Background: an optimization exercise with open tools, aiming at small area, a short achievable clock period and few clock cycles. Do not read the settings as production practice.
Function was checked by simulation only, so behaviour that the tests miss may differ from the original.
Power figures rest on the tool's default switching activity, not on a simulated workload.

<file path="design.v">
package cpu_pkg;
    localparam int XLEN   = 32;
    localparam int REG_AW = 5;                      
    localparam int OPC_W  = 6;
    localparam logic [XLEN-1:0] RESET_PC = 32'h0000_8000;  
    localparam logic [XLEN-1:0] PC_STEP  = 32'd4;
    localparam int FLAG_C = 0;
    localparam int FLAG_Z = 1;
    localparam int FLAG_N = 2;
    localparam int FLAG_V = 3;
    typedef enum logic [OPC_W-1:0] {
        OP_ADD   = 6'h00, OP_SUB   = 6'h01, OP_AND  = 6'h02,
        OP_OR    = 6'h03, OP_XOR   = 6'h04, OP_NOT  = 6'h05,
        OP_SHL   = 6'h06, OP_SHR   = 6'h07, OP_CMP  = 6'h0B,
        OP_SAR   = 6'h0C, OP_ADDI  = 6'h0D, OP_SUBI = 6'h0E,
        OP_CMPI  = 6'h0F,
        OP_LOAD  = 6'h10, OP_STORE = 6'h11, OP_LOADI = 6'h12,
        OP_JMP   = 6'h20, OP_JZ    = 6'h21, OP_JNZ  = 6'h22,
        OP_JC    = 6'h23, OP_JNC   = 6'h24, OP_JLT  = 6'h25,
        OP_JGE   = 6'h26, OP_JLE   = 6'h27,
        OP_SETEQ = 6'h30, OP_SETNE = 6'h31, OP_SETLT = 6'h32,
        OP_SETGE = 6'h33, OP_SETLE = 6'h34, OP_SETGT = 6'h35,
        OP_HALT  = 6'h3E
    } opcode_e;
    typedef enum logic [2:0] {
        FETCH     = 3'd0,
        DECODE    = 3'd1,
        EXECUTE   = 3'd2,
        MEMORY    = 3'd3,    
        WRITEBACK = 3'd4
    } cpu_state_e;
    typedef struct packed {
        logic [OPC_W-1:0]  opcode;
        logic [1:0]        spare_hi;
        logic [REG_AW-1:0] rd;
        logic [REG_AW-1:0] rs1;
        logic [REG_AW-1:0] rs2;
        logic [8:0]        spare_lo;
    } instr_r_t;
    typedef struct packed {
        logic [OPC_W-1:0]  opcode;
        logic [1:0]        spare_hi;
        logic [REG_AW-1:0] rd;
        logic [18:0]       imm19;     
    } instr_i_t;
    typedef union packed {
        instr_r_t r;
        instr_i_t i;
    } cpu_instr_u;
    typedef struct packed {
        opcode_e           op;
        logic [REG_AW-1:0] rd;
        logic [REG_AW-1:0] rs1;
        logic [REG_AW-1:0] rs2;
        logic [XLEN-1:0]   imm;        
        logic              use_imm;
        logic              reg_write;
        logic              flag_write;
        logic              is_load;
        logic              is_store;
        logic              is_branch;
        logic              is_set;
        logic              is_halt;
    } cpu_decoded_t;
    typedef struct packed {
        logic [XLEN-1:0] addr;
        logic [XLEN-1:0] wdata;
        logic            read;
        logic            write;
    } mem_req_t;
endpackage
module cpu_brtgt (
    input  logic [29:0] pc4,
    input  logic [17:0] hi_inc,      
    input  logic [17:0] hi_dec,      
    input  logic [11:0] imm,
    output logic [29:0] tgt
);
    logic [12:0] g, p;
    logic [11:0] lo;
    always_comb begin
        g = {pc4[11:0] & imm, 1'b0};
        p = {pc4[11:0] ^ imm, 1'b0};
        for (int d = 1; d <= 12; d = d * 2) begin
            for (int i = 12; i >= d; i--) begin
                g[i] = g[i] | (p[i] & g[i-d]);
                p[i] = p[i] & p[i-d];
            end
        end
        lo = (pc4[11:0] ^ imm) ^ g[11:0];
        case ({imm[11], g[12]})
            2'b01:   tgt = {hi_inc, lo};
            2'b10:   tgt = {hi_dec, lo};
            default: tgt = {pc4[29:12], lo};
        endcase
    end
endmodule
module cpu_core (
    input  logic        clk,
    input  logic        rst_n,
    output logic [31:0] mem_addr,
    output logic [31:0] mem_wdata,
    output logic        mem_read,
    output logic        mem_write,
    input  logic [31:0] mem_rdata,
    input  logic        mem_ready,
    output logic        halted,
    output logic [7:0]  cpu_flags
);
    logic [31:2] fa_q;           
    logic [3:0]  flags_q;        
    logic        halted_q;
    logic        r_ld, r_st, r_br, r_rw, r_fw, r_halt;
    logic [4:0]  r_rb, r_rd;         
    logic [18:0] r_imm;
    logic [2:0]  r_cc;
    logic        r_add, r_sub, r_and, r_or, r_xor, r_not;
    logic        r_shl, r_shr, r_sar, r_set, r_li, r_useimm, r_pred;
    logic        x_ld, x_st, x_br, x_rw, x_fw, x_halt;
    logic [4:0]  x_rd;
    logic [31:0] x_a, x_b;
    logic        x_cond;         
    logic        x_use;          
    logic        x_add, x_sub, x_and, x_or, x_xor, x_not;
    logic        x_shl, x_shr, x_sar, x_set, x_pass;
    logic [31:0] bx, sum, res, res_o, shin, shr_v, shout, x_wd;
    logic        cout, alu_c, alu_v, fz, fn, zs, redirect;
    logic [3:0]  flags_n;
    assign bx = x_sub ? ~x_b : x_b;
    logic [33:0] sum_c;
    assign sum_c = {1'b0, x_a, 1'b1} + {1'b0, bx, x_sub};
    assign sum   = sum_c[32:1];
    assign cout  = sum_c[33];
    assign alu_c = x_add ? cout : (x_sub & ~cout);
    assign alu_v = (x_add | x_sub) & (x_a[31] == bx[31]) & (sum[31] != x_a[31]);
    always_comb begin
        for (int k = 0; k < 32; k++)
            shin[k] = x_shl ? x_a[31-k] : x_a[k];
        shr_v = 32'($signed({x_sar & x_a[31], shin}) >>> x_b[4:0]);
        for (int k = 0; k < 32; k++)
            shout[k] = x_shl ? shr_v[31-k] : shr_v[k];
    end
    assign res_o = ({32{x_and}}              & (x_a & x_b))
               | ({32{x_or}}                 & (x_a | x_b))
               | ({32{x_xor}}                & (x_a ^ x_b))
               | ({32{x_not}}                & ~x_a)
               | ({32{x_shl | x_shr | x_sar}} & shout)
               | ({32{x_pass}}               & x_b)
               | {31'd0, x_set & x_cond};
    assign res = res_o | ({32{x_add | x_sub}} & sum);
    assign zs = &(~((x_a ^ bx) ^ {x_a[30:0] | bx[30:0], x_sub}));
    assign fz = (x_add | x_sub) ? zs : (res_o == 32'd0);
    assign fn = res[31];
    assign flags_n = x_fw ? {alu_v, fn, fz, alu_c} : flags_q;
    assign x_wd     = x_ld ? mem_rdata : res;
    assign redirect = x_br & x_cond;
    logic        x_mem, halt_c, adv;
    assign x_mem  = x_ld | x_st;
    assign halt_c = halted_q | x_halt;
    assign adv    = mem_ready & ~halt_c;
    assign mem_addr  = x_use ? x_a : {fa_q, 2'b00};
    assign mem_wdata = x_b;
    assign mem_read  = ~halt_c & ~x_st;
    assign mem_write = x_st;
    assign halted    = halt_c;
    assign cpu_flags = {4'd0, flags_q};
    logic [5:0]  op;
    logic        d_ld, d_st, d_br, d_rw, d_fw, d_halt;
    logic        d_add, d_sub, d_and, d_or, d_xor, d_not;
    logic        d_shl, d_shr, d_sar, d_set, d_li, d_useimm, d_pred, d_cond;
    assign op = mem_rdata[31:26];
    always_comb begin
        d_add = (op == 6'h00) || (op == 6'h0D);
        d_sub = (op == 6'h01) || (op == 6'h0B) || (op == 6'h0E) || (op == 6'h0F);
        d_and = (op == 6'h02);
        d_or  = (op == 6'h03);
        d_xor = (op == 6'h04);
        d_not = (op == 6'h05);
        d_shl = (op == 6'h06);
        d_shr = (op == 6'h07);
        d_sar = (op == 6'h0C);
        d_useimm = (op == 6'h0D) || (op == 6'h0E) || (op == 6'h0F);
        d_ld  = (op == 6'h10);
        d_st  = (op == 6'h11);
        d_li  = (op == 6'h12);
        d_br  = (op[5:3] == 3'b100);
        d_set = (op[5:3] == 3'b110) && (op[2:1] != 2'b11);
        d_halt = (op == 6'h3E);
        d_fw  = (op[5:4] == 2'b00) && (op[3:0] != 4'h8) && (op[3:0] != 4'h9) &&
                (op[3:0] != 4'hA);
        d_rw  = (d_fw && (op != 6'h0B) && (op != 6'h0F)) || d_ld || d_li || d_set;
        case (op[2:0])
            3'd0: d_cond = 1'b1;
            3'd1: d_cond = flags_q[1];
            3'd2: d_cond = ~flags_q[1];
            3'd3: d_cond = flags_q[0];
            3'd4: d_cond = ~flags_q[0];
            3'd5: d_cond = flags_q[2];
            3'd6: d_cond = ~flags_q[2];
            default: d_cond = flags_q[2] | flags_q[1];
        endcase
        d_pred = d_br && ((r_fw || x_fw) ? (~op[0] || mem_rdata[11]) : d_cond);
    end
    logic [31:2] fq1, xa1, tgt;
    assign fq1 = fa_q + 30'd1;
    assign xa1 = x_a[31:2] + 30'd1;
    logic [31:14] fq1_inc, fq1_dec;
    assign fq1_inc = fq1[31:14] + 18'd1;
    assign fq1_dec = fq1[31:14] - 18'd1;
    cpu_brtgt u_brtgt (.pc4(fq1), .hi_inc(fq1_inc), .hi_dec(fq1_dec),
                       .imm(mem_rdata[11:0]), .tgt(tgt));
    logic [31:0] rf_a, rf_b, imm32, a_n, a_o, b_n, b_o;
    logic        fwd_a, fwd_b;
    logic        cb, cs, cond_n;
    logic [31:0] regs [32];
    logic [31:0] vld, wsel;
    always_comb begin
        for (int i = 0; i < 32; i++)
            wsel[i] = x_rw && (x_rd == 5'(i));
    end
    always_ff @(posedge clk or negedge rst_n) begin
        if (!rst_n)
            vld <= '0;
        else
            vld <= vld | wsel;
    end
    for (genvar i = 0; i < 32; i++) begin : g_reg
        always_ff @(posedge clk) begin
            if (wsel[i])
                regs[i] <= x_wd;
        end
    end
    always_comb begin
        rf_a = '0;
        rf_b = '0;
        for (int i = 0; i < 32; i++) begin
            rf_a = rf_a | ({32{vld[i] && (r_imm[18:14] == 5'(i))}} & regs[i]);
            rf_b = rf_b | ({32{vld[i] && (r_rb == 5'(i))}} & regs[i]);
        end
    end
    assign fwd_a = x_rw && (x_rd == r_imm[18:14]);
    assign fwd_b = x_rw && (x_rd == r_rb);
    assign imm32 = r_li ? {13'd0, r_imm} : {{20{r_imm[11]}}, r_imm[11:0]};
    assign a_o   = r_br ? {r_alt, 2'b00} : ((fwd_a & x_ld) ? mem_rdata : rf_a);
    logic [31:2] r_alt;
    logic [31:0] r_simm;
    logic [30:0] alt_c;
    assign r_simm = {{20{r_imm[11]}}, r_imm[11:0]} ^ {32{r_pred}};
    assign alt_c  = {fa_q, 1'b1} + {r_simm[29:0], r_pred};
    assign r_alt  = alt_c[30:1];
    assign a_n   = (fwd_a & ~x_ld & ~r_br) ? res : a_o;
    assign b_o   = (r_useimm | r_li) ? imm32 : ((fwd_b & x_ld) ? mem_rdata : rf_b);
    assign b_n   = (fwd_b & ~x_ld & ~r_useimm & ~r_li) ? res : b_o;
    logic [7:0] tt;
    always_comb begin
        for (int f = 0; f < 8; f++) begin
            logic c, z, n;
            c = f[0]; z = f[1]; n = f[2];
            case (r_cc)
                3'd0: cb = 1'b1;
                3'd1: cb = z;
                3'd2: cb = ~z;
                3'd3: cb = c;
                3'd4: cb = ~c;
                3'd5: cb = n;
                3'd6: cb = ~n;
                default: cb = n | z;
            endcase
            case (r_cc)
                3'd0: cs = z;
                3'd1: cs = ~z;
                3'd2: cs = n;
                3'd3: cs = ~n;
                3'd4: cs = n | z;
                default: cs = ~n & ~z;
            endcase
            tt[f] = r_set ? cs : (cb ^ r_pred);
        end
        cond_n = x_fw ? tt[{fn, fz, alu_c}] : tt[flags_q[2:0]];
    end
    always_ff @(posedge clk or negedge rst_n) begin
        if (!rst_n) begin
            fa_q     <= 30'h0000_2000;      
            flags_q  <= 4'd0;
            halted_q <= 1'b0;
            r_ld <= 1'b0; r_st <= 1'b0; r_br <= 1'b0;
            r_rw <= 1'b0; r_fw <= 1'b0; r_halt <= 1'b0;
            x_ld <= 1'b0; x_st <= 1'b0; x_br <= 1'b0;
            x_rw <= 1'b0; x_fw <= 1'b0; x_halt <= 1'b0;
            x_use <= 1'b0;
        end else begin
            if (x_halt)
                halted_q <= 1'b1;
            flags_q <= flags_n;
            if (adv) begin
                if (redirect) begin
                    x_ld <= 1'b0; x_st <= 1'b0; x_br <= 1'b0;
                    x_rw <= 1'b0; x_fw <= 1'b0; x_halt <= 1'b0;
                    x_use <= 1'b0;
                end else begin
                    x_ld <= r_ld; x_st <= r_st; x_br <= r_br;
                    x_rw <= r_rw; x_fw <= r_fw; x_halt <= r_halt;
                    x_use <= r_ld | r_st | (r_br & cond_n);
                end
                if (x_mem) begin
                    r_ld <= 1'b0; r_st <= 1'b0; r_br <= 1'b0;
                    r_rw <= 1'b0; r_fw <= 1'b0; r_halt <= 1'b0;
                end else begin
                    r_ld <= d_ld; r_st <= d_st; r_br <= d_br;
                    r_rw <= d_rw; r_fw <= d_fw; r_halt <= d_halt;
                    fa_q <= redirect ? xa1 : (d_pred ? tgt : fq1);
                end
            end
        end
    end
    always_ff @(posedge clk) begin
        if (adv) begin
            x_rd   <= r_rd;
            x_a    <= a_n;
            x_b    <= b_n;
            x_cond <= cond_n;
            x_add  <= r_add;
            x_sub  <= r_sub;
            x_and  <= r_and;
            x_or   <= r_or;
            x_xor  <= r_xor;
            x_not  <= r_not;
            x_shl  <= r_shl;
            x_shr  <= r_shr;
            x_sar  <= r_sar;
            x_set  <= r_set;
            x_pass <= r_li;
        end
        if (adv && !x_mem) begin
            r_rb     <= d_st ? mem_rdata[23:19] : mem_rdata[13:9];
            r_rd     <= mem_rdata[23:19];
            r_imm    <= mem_rdata[18:0];
            r_cc     <= op[2:0];
            r_add    <= d_add;
            r_sub    <= d_sub;
            r_and    <= d_and;
            r_or     <= d_or;
            r_xor    <= d_xor;
            r_not    <= d_not;
            r_shl    <= d_shl;
            r_shr    <= d_shr;
            r_sar    <= d_sar;
            r_set    <= d_set;
            r_li     <= d_li;
            r_useimm <= d_useimm;
            r_pred   <= d_pred & ~redirect;
        end
    end
endmodule
module cpu_top (
    input  logic        clk,
    input  logic        rst_n,
    output logic [31:0] mem_addr,
    output logic [31:0] mem_wdata,
    output logic        mem_read,
    output logic        mem_write,
    input  logic [31:0] mem_rdata,
    input  logic        mem_ready,
    output logic        halted,
    output logic [7:0]  cpu_flags
);
    cpu_core u_core (
        .clk(clk), .rst_n(rst_n),
        .mem_addr(mem_addr), .mem_wdata(mem_wdata),
        .mem_read(mem_read), .mem_write(mem_write),
        .mem_rdata(mem_rdata), .mem_ready(mem_ready),
        .halted(halted), .cpu_flags(cpu_flags));
endmodule
</file>
<file path="flow/run.sh">
#!/bin/bash
set -euo pipefail
bash standard.sh synth > synth.log 2>&1
bash standard.sh SETUP_SLACK_MARGIN=6.5 finish > layout.log 2>&1
</file>
<file path="standard.sh">
#!/bin/bash
# synth_recipe.tcl (not shown) runs the flow's synth.tcl, then flattens the netlist and writes it again
# the make line also repeats each setting of config.mk as NAME=value (left out here)
make -C /OpenROAD-flow-scripts/flow DESIGN_CONFIG=/design/flow/config.mk WORK_HOME=/design/flow/orfs CLKGATE_MAP_FILE= SYNTH_SCRIPT=/design/flow/synth_recipe.tcl "${@:-finish}"
</file>
<file path="config.mk">
export PLATFORM = sky130hd
export DESIGN_NAME = cpu_top
export DESIGN_NICKNAME = cpu_top
export VERILOG_FILES = /design/flow/design.v
export SDC_FILE = /design/flow/constraint.sdc
export NUM_CORES = 4
export LEC_CHECK = 0
export CAP_MARGIN = 30
export CELL_PAD_IN_SITES_DETAIL_PLACEMENT = 1
export CELL_PAD_IN_SITES_GLOBAL_PLACEMENT = 2
export CORE_MARGIN = 2
export CORE_UTILIZATION = 45
export CTS_CLUSTER_DIAMETER = 100
export CTS_CLUSTER_SIZE = 20
export PLACE_DENSITY = 0.6
export SLEW_MARGIN = 20
export SYNTH_HIERARCHICAL = 1
export TNS_END_PERCENT = 20
</file>
<file path="constraint.sdc">
create_clock -name core_clock -period 11.0 [get_ports {clk}]
set_input_delay 2.2000 -clock core_clock [delete_from_list [all_inputs] [get_ports {clk}]]
set_output_delay 2.2000 -clock core_clock [all_outputs]
set_load 0.01 [all_outputs]
</file>
==> key figures, run 1 <==
Worst setup path
  • Crit path kind: flop to flop
  • Slowest-stage cell, CP: nor3_2
  • Setup crit start kind: flop
  • CP max stage delay: 0.65 ns
  • Critical path arrival: 5.22 ns
  • Reg2Reg Setup Slack: 6.11 ns
  • CP cell instances: and2_0 > and3_2 > buf_4 > buf_4 > a22o_1 > a221oi_1 > nand4_1 > nor3_2 > nor2_1 > a31oi_1 > o221ai_1
  • Critical Path Most Common Cell: buf_4
  • Crit end category: flop
  • Critical path peak fanout: 13
  • Req. time, crit path: 11.33 ns

Synthesis
  • Synth async-reset ratio: 6.50%
  • Post-Syn Area: 65700 sq um
  • Post-Synthesis Cells: 5530
  • Synth top area cells: edfxtp_1 (53%), a22oi_1 (6.7%), a221oi_1 (3.5%)
  • YS warnings: 9
  • Number of synthesized flops with an enable pin: 1150
  • Synthesized flop and latch total: 1230
  • Register area share after synthesis: 55.6%
  • Synth top area share: 52.6%
  • Netlist cell types: 94
  • Syn avg cell area: 11.9 sq um
  • Post-synth top area cell: edfxtp_1
  • Main synth FF type: edfxtp_1

STA
  • Period minus WS final: 4.89 ns
  • RSZ-0062 raised after global routing: true
  • Final Hold Slack: 0.422 ns
  • Max-slew headroom: -0.641%
  • TNS Setup: 0 ns
  • Final Max Slew Viols: 5
  • Maximum clock rate: 205 MHz
  • Final period utilization: 44.4%
  • Worst slew pin tran: 1.50 ns
  • Final Hold Fails: 0
  • Endpoints failing setup: 0
  • Clock Skews: 0.0505 ns

Floorplanning
  • Die width: 386 microns
  • Row Count: 140
  • Initial core utilization: 45.2%
  • Die ar.: 149000 sq um
  • I/O pins: 110
  • Core Footprint: 145000 sq um
  • Die Height: 386 microns

Clock network
  • Num Clock Sinks: 1230
  • Worst-skew pair later-pin latency: 0.76 ns
  • H-Tree Depth: 3
  • CTS clk-pin slew, worst paths: 0.09 ns
  • Clock buffer count from CTS: 75
  • TritonCTS clock tree: yes
  • Clock Tree Buf Depth: 3
  • CTS root buf: clkbuf_16

Final layout
  • Final Util: 51.4%
  • Fillers: 14700
  • Final Cell Area: 74600 sq um
  • Layout area overhead: 13.6%
  • Share of layout cells above drive strength 1: 16.2%
  • Fin nets: 5801

Global routing
  • Vias in the first global route: 56700
  • Initial antenna violation count: 26
  • First-pass GRT wire length: 489000 microns
  • Gr ovfl total: 0
  • Largest net degree at the start of global routing: 65
  • GRT Total Usage: 48.1%

Route
  • DRC marker count from the first detailed-route iteration: 11100
  • Vias per cell: 7.96
  • Vias post-DR: 60100
  • Routed WL per cell: 48.9 microns
  • DR pass1 iterations: 8
  • DRT Wirelength: 369000 microns
  • DRC Markers: 0
  • Antenna viol nets, final: 0

Run status
  • Failed Checks: capacitance limit, slew limit
  • Status: complete, but fails checks

Pwr
  • Pwr/cell area: 167 nW/um^2
  • P_leak: 24.9 nW
  • Max IR drop VDD: 0.164 mV
  • Power, Total: 12.4 mW

Flow run
  • Max-Cap Viols: 1

Placement
  • Area post-placement: 69600 sq um
  • Final GP Congestion: 0.984
  • # port buffers: 105
  • Post-detail-place hpwl: 220000 microns

Hold path
  • Worst Hold Class: flop to flop
synthesized netlist by cell type (130+ instances only):
library cell	n
edfxtp_1	1150
a22oi_1	585
clkbuf_1	386
nand2_1	296
a221oi_1	266
a22o_1	251
nor2_1	221
nand4_1	218
o21ai_0	209
ha_1	174
a21oi_1	149
inv_1	148
xnor2_1	135
nor3_1	130
worst paths after layout:
kind,startpoint,endpoint,cells after the start
max,u_core.r_rb[3]$_DFFE_PP_,u_core.x_b[2]$_DFFE_PP_,11
min,u_core.r_rd[2]$_DFFE_PP_,u_core.x_rd[2]$_DFFE_PP_,0
max reg2reg,u_core.r_rb[3]$_DFFE_PP_,u_core.x_b[2]$_DFFE_PP_,11
min reg2reg,u_core.r_rd[2]$_DFFE_PP_,u_core.x_rd[2]$_DFFE_PP_,0
max in group asynchronous,rst_n,u_core.fa_q[2]$_DFFE_PN0P_,2
min in group asynchronous,rst_n,u_core.vld[4]$_DFF_PN0_,1
metal layers:
layer | wire length (microns) | vias up | part of all wire (%) | track usage (%)
met5 | 165 | - | 0.045 | 0.422
met4 | 35500 | 18 | 9.6 | 35.6
met3 | 51000 | 1801 | 14 | 15.0
met2 | 158000 | 5706 | 43 | 72.0
met1 | 125000 | 30200 | 34 | 58.5
li1 | - | 22300 | - | -
per-module statistics from Yosys, one instance, submodules excluded, excerpt:
module / area (sq um) / times used / cells inside / flops+latches
cpu_brtgt: 985 / 1 / 149 / 0
cpu_core: 64700 / 1 / 5381 / 1230
area by class of cell:
type,count,area [sq um],share of cell area [%]
antenna,11,27.5,0.0369
tap,1917,2400,3.22
timing repair inverter,1,5.00,0.00671
inverter,152,603,0.808
timing repair buffer,453,4400,5.90
multi-input combinational,3678,28400,38.1
sequential,1230,36600,49.0
clock inverter,16,234,0.314
clock buffer,93,1990,2.66
flip-flops by register name, summed over array words and instances (netlist names), 3 cells and up:
register and flops:
u_core.r_rb 5, u_core.x_rd 5, u_core.r_rd 5, u_core.x_a 32, u_core.x_b 32, u_core.regs 1024, u_core.flags_q 4, u_core.r_imm 19
u_core.r_cc 3, u_core.vld 32, u_core.fa_q 30
worst max-delay path, delay by kind of cell, from the launching register on:
family,cells,cell delay (ns)
compound gates,4,1.20
buf+inv,2,0.69
flops,1,0.48
simple gates,5,2.05
metrics by stage:
stage	std cells	setup slack, ns
floorplan	5533	6.23
global placement	7300	4.68
detailed placement	7311	4.62
CTS	7468	6.42
global route	7541	6.30
finish	7551	6.11
power by group:
group	internal [mW]	leakage, nW	switching (mW)
clock network	1.31	1.07	1.72
registers	5.47	11.1	0.290
logic	1.32	12.8	2.32
total	8.11	24.9	4.33
timing repair:
action	in CTS	in global routing
buffers inserted	37	54
cloned	11	10
hold buffers	0	0
setup endpoints to repair	1023	299
pin swaps	22	44
gates resized for setup	154	171
placed cells by master (no fill, tap or decap), types with 107 or more instances in the layout:
| cell type | instances |
|---|---|
| a221oi_1 | 262 |
| a22o_1 | 251 |
| ha_1 | 141 |
| nand4_1 | 218 |
| inv_1 | 137 |
| nor2_1 | 192 |
| o21ai_0 | 189 |
| a22oi_1 | 583 |
| nor3_1 | 107 |
| xnor2_1 | 131 |
| buf_4 | 279 |
| a21oi_1 | 128 |
| edfxtp_1 | 1150 |
| nand2_1 | 292 |
kinds of logic after synthesis:
group,count (synthesis),share of synthesized area (%)
multiplexers,188,3.80
AND/OR/NAND/NOR,1266,9.83
XOR/XNOR,229,3.05
adder cells (fa/ha/maj),175,3.34
other,1,0.00571
flip-flops,1230,55.6
AO/OA/AOI/OAI,1811,20.6
buffers and inverters,630,3.73
Testbench counts, summed over its fixed seeds: cycles 31,599.
==> inputs of run 2 (changes only) <==
==> flow/run.sh (replaced) <==
#!/bin/bash
set -euo pipefail
bash standard.sh synth > synth.log 2>&1
bash standard.sh SETUP_SLACK_MARGIN=6.7 finish > layout.log 2>&1
--- a/config.mk
+++ b/config.mk
@@ -10,8 +10,8 @@
 export CELL_PAD_IN_SITES_GLOBAL_PLACEMENT = 2
 export CORE_MARGIN = 2
-export CORE_UTILIZATION = 45
+export CORE_UTILIZATION = 40
 export CTS_CLUSTER_DIAMETER = 100
 export CTS_CLUSTER_SIZE = 20
-export PLACE_DENSITY = 0.6
+export PLACE_DENSITY = 0.55
 export SLEW_MARGIN = 20
 export SYNTH_HIERARCHICAL = 1
==> run 2 against run 1 <==
Compared with the run above: now clean on timing, DRC and antenna; non-clock buffer count up 39; sequential cell count is the same; sequential power is 0.7% higher; final cell count is 4.0% higher; critical endpoint unchanged; area after synthesis unchanged; first-iteration DRC count shrank 5.9%.
==> key figures, run 2 <==
Route
  • DR pass1 iterations: 8
  • Vias per cell: 7.60
  • DRT Wirelength: 388000 microns
  • Vias post-DR: 59600
  • DRC Markers: 0
  • Antenna viol nets, final: 0
  • Routed WL per cell: 49.4 microns
  • DRC marker count from the first detailed-route iteration: 10400

Worst setup path
  • FF-to-FF path depth: 10
  • Slowest-stage cell, CP: and4b_2
  • Setup crit start kind: flop
  • CP max stage delay: 0.87 ns
  • Crit path kind: flop to flop
  • CP cell instances: nor2b_1 > and4b_2 > buf_4 > a221oi_1 > nand4_1 > nor3_1 > buf_2 > nor2_1 > a31oi_1 > o221ai_1
  • Req. time, crit path: 11.41 ns
  • Critical path arrival: 5.04 ns
  • Crit end category: flop
  • Critical path peak fanout: 20

Floorplanning
  • Die ar.: 167000 sq um
  • Core Footprint: 163000 sq um
  • Initial core utilization: 40.3%
  • Row Count: 148
  • I/O pins: 110
  • Die width: 409 microns
  • Die Height: 409 microns

STA
  • Final period utilization: 42.1%
  • Final Hold Slack: 0.430 ns
  • Maximum clock rate: 216 MHz
  • Worst slew pin tran: 1.21 ns
  • Final worst slack: 6.37 ns
  • RSZ-0062 raised after global routing: true
  • Max-slew headroom: 18.8%
  • Period minus WS final: 4.63 ns
  • Final Max Slew Viols: 0
  • Clock Skews: 0.0902 ns
  • TNS Setup: 0 ns
  • Endpoints failing setup: 0
  • Final Hold Fails: 0

Synthesis
  • YS warnings: 9
  • Register area share after synthesis: 55.6%
  • Synthesized flop and latch total: 1230
  • Post-Synthesis Cells: 5530
  • Post-synth top area cell: edfxtp_1
  • Synth async-reset ratio: 6.50%
  • Post-Syn Area: 65700 sq um
  • Syn avg cell area: 11.9 sq um
  • Number of synthesized flops with an enable pin: 1150
  • Top-count cell post-synth: edfxtp_1
  • Post-synth top cells: edfxtp_1 (1150), a22oi_1 (585), clkbuf_1 (386), nand2_1 (296), a221oi_1 (266)
  • Synth top area cells: edfxtp_1 (53%), a22oi_1 (6.7%), a221oi_1 (3.5%)
  • Netlist cell types: 94
  • Synth top area share: 52.6%
  • Main synth FF type: edfxtp_1

Clock network
  • Clock buffer count from CTS: 74
  • H-Tree Depth: 3
  • Num Clock Sinks: 1230
  • CTS root buf: clkbuf_16
  • Post-cts hold buffer count: 0
  • TritonCTS clock tree: yes
  • CTS clk-pin slew, worst paths: 0.09 ns
  • Clock Tree Buf Depth: 3
  • Worst-skew pair later-pin latency: 0.79 ns

Hold path
  • Hold path depth: 0
  • Worst Hold Class: flop to flop

Pwr
  • Max IR drop VDD: 0.207 mV
  • Pwr/cell area: 168 nW/um^2
  • P_leak: 25.3 nW

Final layout
  • Layout area overhead: 15.5%
  • Share of layout cells above drive strength 1: 18.1%
  • Largest reg by FF count: u_core.regs
  • Commonest cells after routing, fill and taps aside: edfxtp_1 (1150), a22oi_1 (584), buf_4 (306)
  • Commonest non-fill, non-tap cell in the layout: edfxtp_1
  • Fin nets: 5843
  • Largest register FFs: 1024

Global routing
  • Vias in the first global route: 57400
  • Met2 Resource Use GR: 69.8%
  • Initial antenna violation count: 24
  • Gr ovfl total: 0
  • Routing usage on met1: 54.5%
  • GR peak layer: met2
  • GRT Total Usage: 44.7%
  • First-pass GRT wire length: 513000 microns
  • Largest net degree at the start of global routing: 67
  • M3 GR Usage: 10.7%

Flow run
  • Max-Cap Viols: 0

Placement
  • Post-detail-place hpwl: 237000 microns
  • Pre-CTS setup slack: 4.78 ns
  • Final GP Congestion: 0.956
  • # port buffers: 105

Run status
  • Status: complete, no violations
==> run 2: cell counts after synthesis <==
Identical to the previous run, type by type.
==> run 2: cells by family (layout without fill, tap and decap cells) <==
logic type	after synthesis	in the layout	share of synthesized area (%)
AO/OA/AOI/OAI	1811	1816	20.6
XOR/XNOR	229	229	3.05
adder cells (fa/ha/maj)	175	175	3.34
buffers and inverters	630	750	3.73
flip-flops	1230	1230	55.6
multiplexers	188	193	3.80
other	1	18	0.00571
AND/OR/NAND/NOR	1266	1266	9.83
==> run 2: final timing paths <==
kind                                     startpoint                       end  slack (ns)
max in group asynchronous                     rst_n   u_core.r_br$_DFFE_PN0P_        8.21
min                          u_core.r_and$_DFFE_PP_    u_core.x_and$_DFFE_PP_        0.43
min reg2reg                  u_core.r_and$_DFFE_PP_    u_core.x_and$_DFFE_PP_        0.43
max                        u_core.r_rb[2]$_DFFE_PP_   u_core.x_b[2]$_DFFE_PP_        6.37
min in group asynchronous                     rst_n  u_core.vld[26]$_DFF_PN0_        1.45
max reg2reg                u_core.r_rb[2]$_DFFE_PP_   u_core.x_b[2]$_DFFE_PP_        6.37
==> run 2: power breakdown <==
| group | switching (mW) | internal, mW |
|---|---|---|
| Clock | 1.75 | 1.27 |
| Combinational | 2.44 | 1.48 |
| Sequential | 0.322 | 5.48 |
| Total | 4.51 | 8.23 |
==> run 2: what timing repair did <==
action                     4_1_cts  5_1_grt
gates resized for setup        364      122
setup endpoints to repair      909      449
pin swaps                       64       29
buffers inserted                79       42
cloned                          21        6
==> run 2: area by class of cell <==
| type | instances | area (sq um) |
|---|---|---|
| fillers | 16700 | 87100 |
| flip-flops and latches | 1230 | 36600 |
| multi-input cells | 3683 | 29000 |
| repair buffers | 492 | 4820 |
| well taps | 2175 | 2720 |
| clock buffers | 90 | 1910 |
| inverters | 152 | 598 |
| clock inverters | 16 | 274 |
| diodes | 14 | 35.0 |
==> run 2: per-module statistics from Yosys (local to each module, per instance), a selection <==
module     flops+latches  copies in the design  cell area (sq um)
cpu_brtgt              0                     1                985
cpu_core            1230                     1              64700
==> run 2: metal layers <==
metal	share of wire, %	vias up
met5	0.022	-
li1	-	22400
met1	35	30500
met4	9.2	14
met2	44	5118
met3	11	1589
==> run 2: worst max-delay path, delay by kind of cell (launching register included) <==
| family | cells | cell delay [ns] |
|---|---|---|
| AND/OR/NAND/NOR | 5 | 2.02 |
| flip-flops | 1 | 0.47 |
| AO/OA/AOI/OAI | 3 | 0.89 |
| buffers and inverters | 2 | 0.85 |
==> run 2: metrics by stage <==
step | power (mW) | cells | area, sq um | util, %
global placement | 9.14 | 7562 | 69900 | 42.9
global route | 13.1 | 7841 | 75900 | 46.5
detailed placement | 9.17 | 7578 | 70100 | 43.0
floorplan | 7.67 | 5533 | 66000 | -
finish | 12.7 | 7852 | 75900 | 46.6
CTS | 12.4 | 7784 | 74900 | 45.9
==> inputs of run 3 (changes only) <==
==> flow/run.sh (replaced) <==
#!/bin/bash
set -euo pipefail
bash standard.sh synth > synth.log 2>&1
bash standard.sh SETUP_SLACK_MARGIN=6.9 finish > layout.log 2>&1
--- a/config.mk
+++ b/config.mk
@@ -16,3 +16,3 @@
 export SLEW_MARGIN = 20
 export SYNTH_HIERARCHICAL = 1
-export TNS_END_PERCENT = 20
+export TNS_END_PERCENT = 15
==> run 3 against run 2 <==
Compared with the run above: cell area rose by 0.73%; routed wire length rose by 0.55%; critical path type unchanged; worst hold slack got worse by 0.0063 ns; largest cell class unchanged; register-to-register slack improved by 0.07 ns; core utilization rose by 0.34 points; area after synthesis did not move; final cell count rose by 0.36%; highest routed layer unchanged; clock skew fell by 0.00068 ns; setup slack improved by 0.074 ns; via count barely moved.
==> key figures, run 3 <==
Run status
  • Status: complete, no violations

Synthesis
  • Post-Synthesis Cells: 5530
  • YS warnings: 9
  • Synthesized flop and latch total: 1230
  • Top-count cell post-synth: edfxtp_1
  • Synth async-reset ratio: 6.50%
  • Number of synthesized flops with an enable pin: 1150
  • Post-synth top cells: edfxtp_1 (1150), a22oi_1 (585), clkbuf_1 (386), nand2_1 (296), a221oi_1 (266)
  • Synth top area cells: edfxtp_1 (53%), a22oi_1 (6.7%), a221oi_1 (3.5%)
  • Netlist cell types: 94
  • Main synth FF type: edfxtp_1
  • Synth top area share: 52.6%
  • Syn avg cell area: 11.9 sq um
  • Post-Syn Area: 65700 sq um
  • Register area share after synthesis: 55.6%
  • Post-synth top area cell: edfxtp_1

Hold path
  • Hold Path End: u_core.x_rd[4]$_DFFE_PP_
  • Hold Crit Start: u_core.r_rd[4]$_DFFE_PP_
  • Hold path depth: 0
  • Worst Hold Class: flop to flop

Final layout
  • Seq. cell area: 36600 sq um
  • Commonest non-fill, non-tap cell in the layout: edfxtp_1
  • Fillers: 16700
  • Layout area overhead: 16.4%
  • Multi-input logic area: 29000 sq um
  • Layout Cells excl Fill: 7880
  • Final Cell Area: 76400 sq um
  • Fin nets: 5875
  • Largest reg by FF count: u_core.regs
  • Largest register FFs: 1024
  • Share of layout cells above drive strength 1: 19.1%
  • Commonest cells after routing, fill and taps aside: edfxtp_1 (1150), a22oi_1 (583), buf_4 (319)

STA
  • Final Hold Fails: 0
  • RSZ-0062 raised after global routing: true
  • Period minus WS final: 4.55 ns
  • Endpoints failing setup: 0
  • TNS Setup: 0 ns
  • Max-slew headroom: 21.5%
  • Final period utilization: 41.4%
  • Clock Skews: 0.0895 ns
  • Final Max Slew Viols: 0
  • Maximum clock rate: 220 MHz
  • Worst slew pin tran: 1.18 ns

Worst setup path
  • Crit end category: flop
  • Worst r2r src: u_core.x_shl$_DFFE_PP_
  • Reg2Reg Setup Slack: 6.45 ns
  • FF-to-FF path depth: 15
  • Setup crit start kind: flop
  • Critical path arrival: 5.21 ns
  • Critical Path Most Common Cell: or4_4
  • Req. time, crit path: 11.66 ns
  • Crit path kind: flop to flop
  • Critical path peak fanout: 18
  • CP cell instances: buf_4 > buf_12 > mux4_2 > nand3_1 > o2111ai_1 > a311oi_2 > o2111ai_2 > or4_4 > or4_4 > nor4_4 > buf_6 > or2_4 > mux2i_4 > o41ai_2 > a22o_1
  • Slowest-stage cell, CP: or4_4
  • Reg2reg end: u_core.x_use$_DFFE_PN0P_
  • CP max stage delay: 0.56 ns

Placement
  • Post-detail-place hpwl: 234000 microns
  • # port buffers: 105
  • Area post-placement: 70200 sq um
  • Post-Place Cells: 7574
  • Final GP Congestion: 0.956

Clock network
  • Num Clock Sinks: 1230
  • Post-cts hold buffer count: 0
  • Worst-skew pair later-pin latency: 0.79 ns
  • H-Tree Depth: 3
  • CTS clk-pin slew, worst paths: 0.10 ns
  • CTS root buf: clkbuf_16
  • Clock Tree Buf Depth: 3
  • Clock buffer count from CTS: 76
  • TritonCTS clock tree: yes

Global routing
  • First-pass GRT wire length: 515000 microns
  • Gr ovfl total: 0
  • Vias in the first global route: 57200
  • Largest net degree at the start of global routing: 63
  • GRT Total Usage: 44.9%
  • Initial antenna violation count: 26

Floorplanning
  • Row Count: 148
  • Die Height: 409 microns
  • Die ar.: 167000 sq um
  • Core Footprint: 163000 sq um
  • Die width: 409 microns
  • Initial core utilization: 40.3%
  • I/O pins: 110

Route
  • DRC Markers: 0
  • Antenna viol nets, final: 0
  • DRC marker count from the first detailed-route iteration: 10300
  • DR pass1 iterations: 6
  • Vias per cell: 7.57
  • Routed WL per cell: 49.5 microns
  • Vias post-DR: 59700
  • DRT Wirelength: 390000 microns

Pwr
  • Pwr/cell area: 169 nW/um^2
  • Power, Total: 12.9 mW
  • Max IR drop VDD: 0.168 mV
  • P_leak: 25.7 nW

Flow run
  • Max-Cap Viols: 0
run 3: logic make-up after synthesis:
group	synth area share (%)
AOI/OAI and AO/OA	20.6
xor gates and xnor gates	3.05
adders and majority gates	3.34
buffers and inverters	3.73
DFF	55.6
muxes	3.80
other	0.00571
and+or+nand+nor	9.83
run 3: repair_timing:
| item | CTS | global route |
|---|---|---|
| gates resized for setup | 417 | 173 |
| setup buffers | 98 | 53 |
| cloned | 26 | 8 |
| pin swaps | 59 | 37 |
| setup endpoints to repair | 1152 | 620 |
run 3: stage by stage:
stage | utilization (%) | worst slack (ns) | hold slack [ns]
2_1_floorplan | - | 6.29 | 0.400
3_3_place_gp | 42.9 | 4.74 | 0.403
3_5_place_dp | 43.1 | 4.91 | 0.406
4_1_cts | 46.1 | 6.54 | 0.425
5_1_grt | 46.9 | 6.33 | 0.436
6_report | 46.9 | 6.45 | 0.424
run 3: worst max-delay path: cells and delay by family, from the launching register on:
family / cells / cell delay, ns
simple gates: 5 / 1.65
compound gates: 5 / 1.05
mux: 2 / 0.80
buf+inv: 3 / 0.52
flops: 1 / 0.44
run 3: cell type report:
class,count,share of cell area (%)
Antenna cell,9,0.0295
Clock buffer,92,2.62
Clock inverter,17,0.349
Inverter,152,0.792
Multi-Input combinational cell,3686,37.9
Sequential cell,1230,47.8
Tap cell,2175,3.56
Timing Repair Buffer,519,6.87
run 3: per-module statistics from Yosys, one instance, submodules excluded, a selection:
module | cells inside | flops+latches | copies in the design | cell area (sq um)
cpu_core | 5381 | 1230 | 1 | 64700
cpu_brtgt | 149 | 0 | 1 | 985
run 3: worst max-delay path by stage:
stage	from	to	slack [ns]	depth (start not counted)
5_1_grt	u_core.x_sub$_DFFE_PP_	u_core.x_use$_DFFE_PN0P_	6.33	18
4_1_cts	u_core.x_b[1]$_DFFE_PP_	u_core.x_use$_DFFE_PN0P_	6.54	17
6_report	u_core.x_shl$_DFFE_PP_	u_core.x_use$_DFFE_PN0P_	6.45	15
3_5_place_dp	mem_rdata[10]	u_core.fa_q[22]$_DFFE_PN0P_	4.91	12
3_3_place_gp	mem_rdata[10]	u_core.fa_q[29]$_DFFE_PN0P_	4.74	11
2_1_floorplan	mem_rdata[0]	u_core.fa_q[25]$_DFFE_PN0P_	6.29	14
run 3: power breakdown:
| group | internal, mW | leakage (nW) | switching (mW) |
|---|---|---|---|
| registers | 5.48 | 11.1 | 0.282 |
| clock network | 1.33 | 1.09 | 1.77 |
| logic | 1.52 | 13.6 | 2.51 |
run 3: layer usage:
layer	track usage (%)	wire, microns
met1	54.7	136000
met2	69.4	172000
met3	12.1	46900
met4	30.8	34600
met5	0	260

re-timing with driven ports:
In the flow no input, the clock included, has a driving cell. The finished layouts below were timed again as built, in two steps.
Step 1 (the two cells are an assumption about what drives the block):
set clk [get_ports {clk}]
set_driving_cell -lib_cell sky130_fd_sc_hd__clkbuf_16 $clk
set_driving_cell -lib_cell sky130_fd_sc_hd__buf_2 [delete_from_list [all_inputs] $clk]
Step 2 moves the port delays by t, midway between the first and last clock arrival at a register: inputs arrive t later, outputs are due t later. That takes back most of the time a late clock gives input paths.
a / b / c = ideal ports / drivers / drivers and shift; a / b = the first two.
| run | shift t [ns] | setup slack, ns | hold WS [ns] |
|---|---|---|---|
| run 1 | 0.825 | 6.114 / 6.114 / 5.879 | 0.422 / 0.422 / 0.422 |
| run 2 | 0.833 | 6.374 / 6.374 / 5.772 | 0.430 / 0.430 / 0.430 |
| run 3 | 0.840 | 6.447 / 6.447 / 5.988 | 0.424 / 0.424 / 0.424 |
For run 2, which loses most, drivers alone change the setup slack by 0.000 ns; drivers and shift together by -0.602 ns.
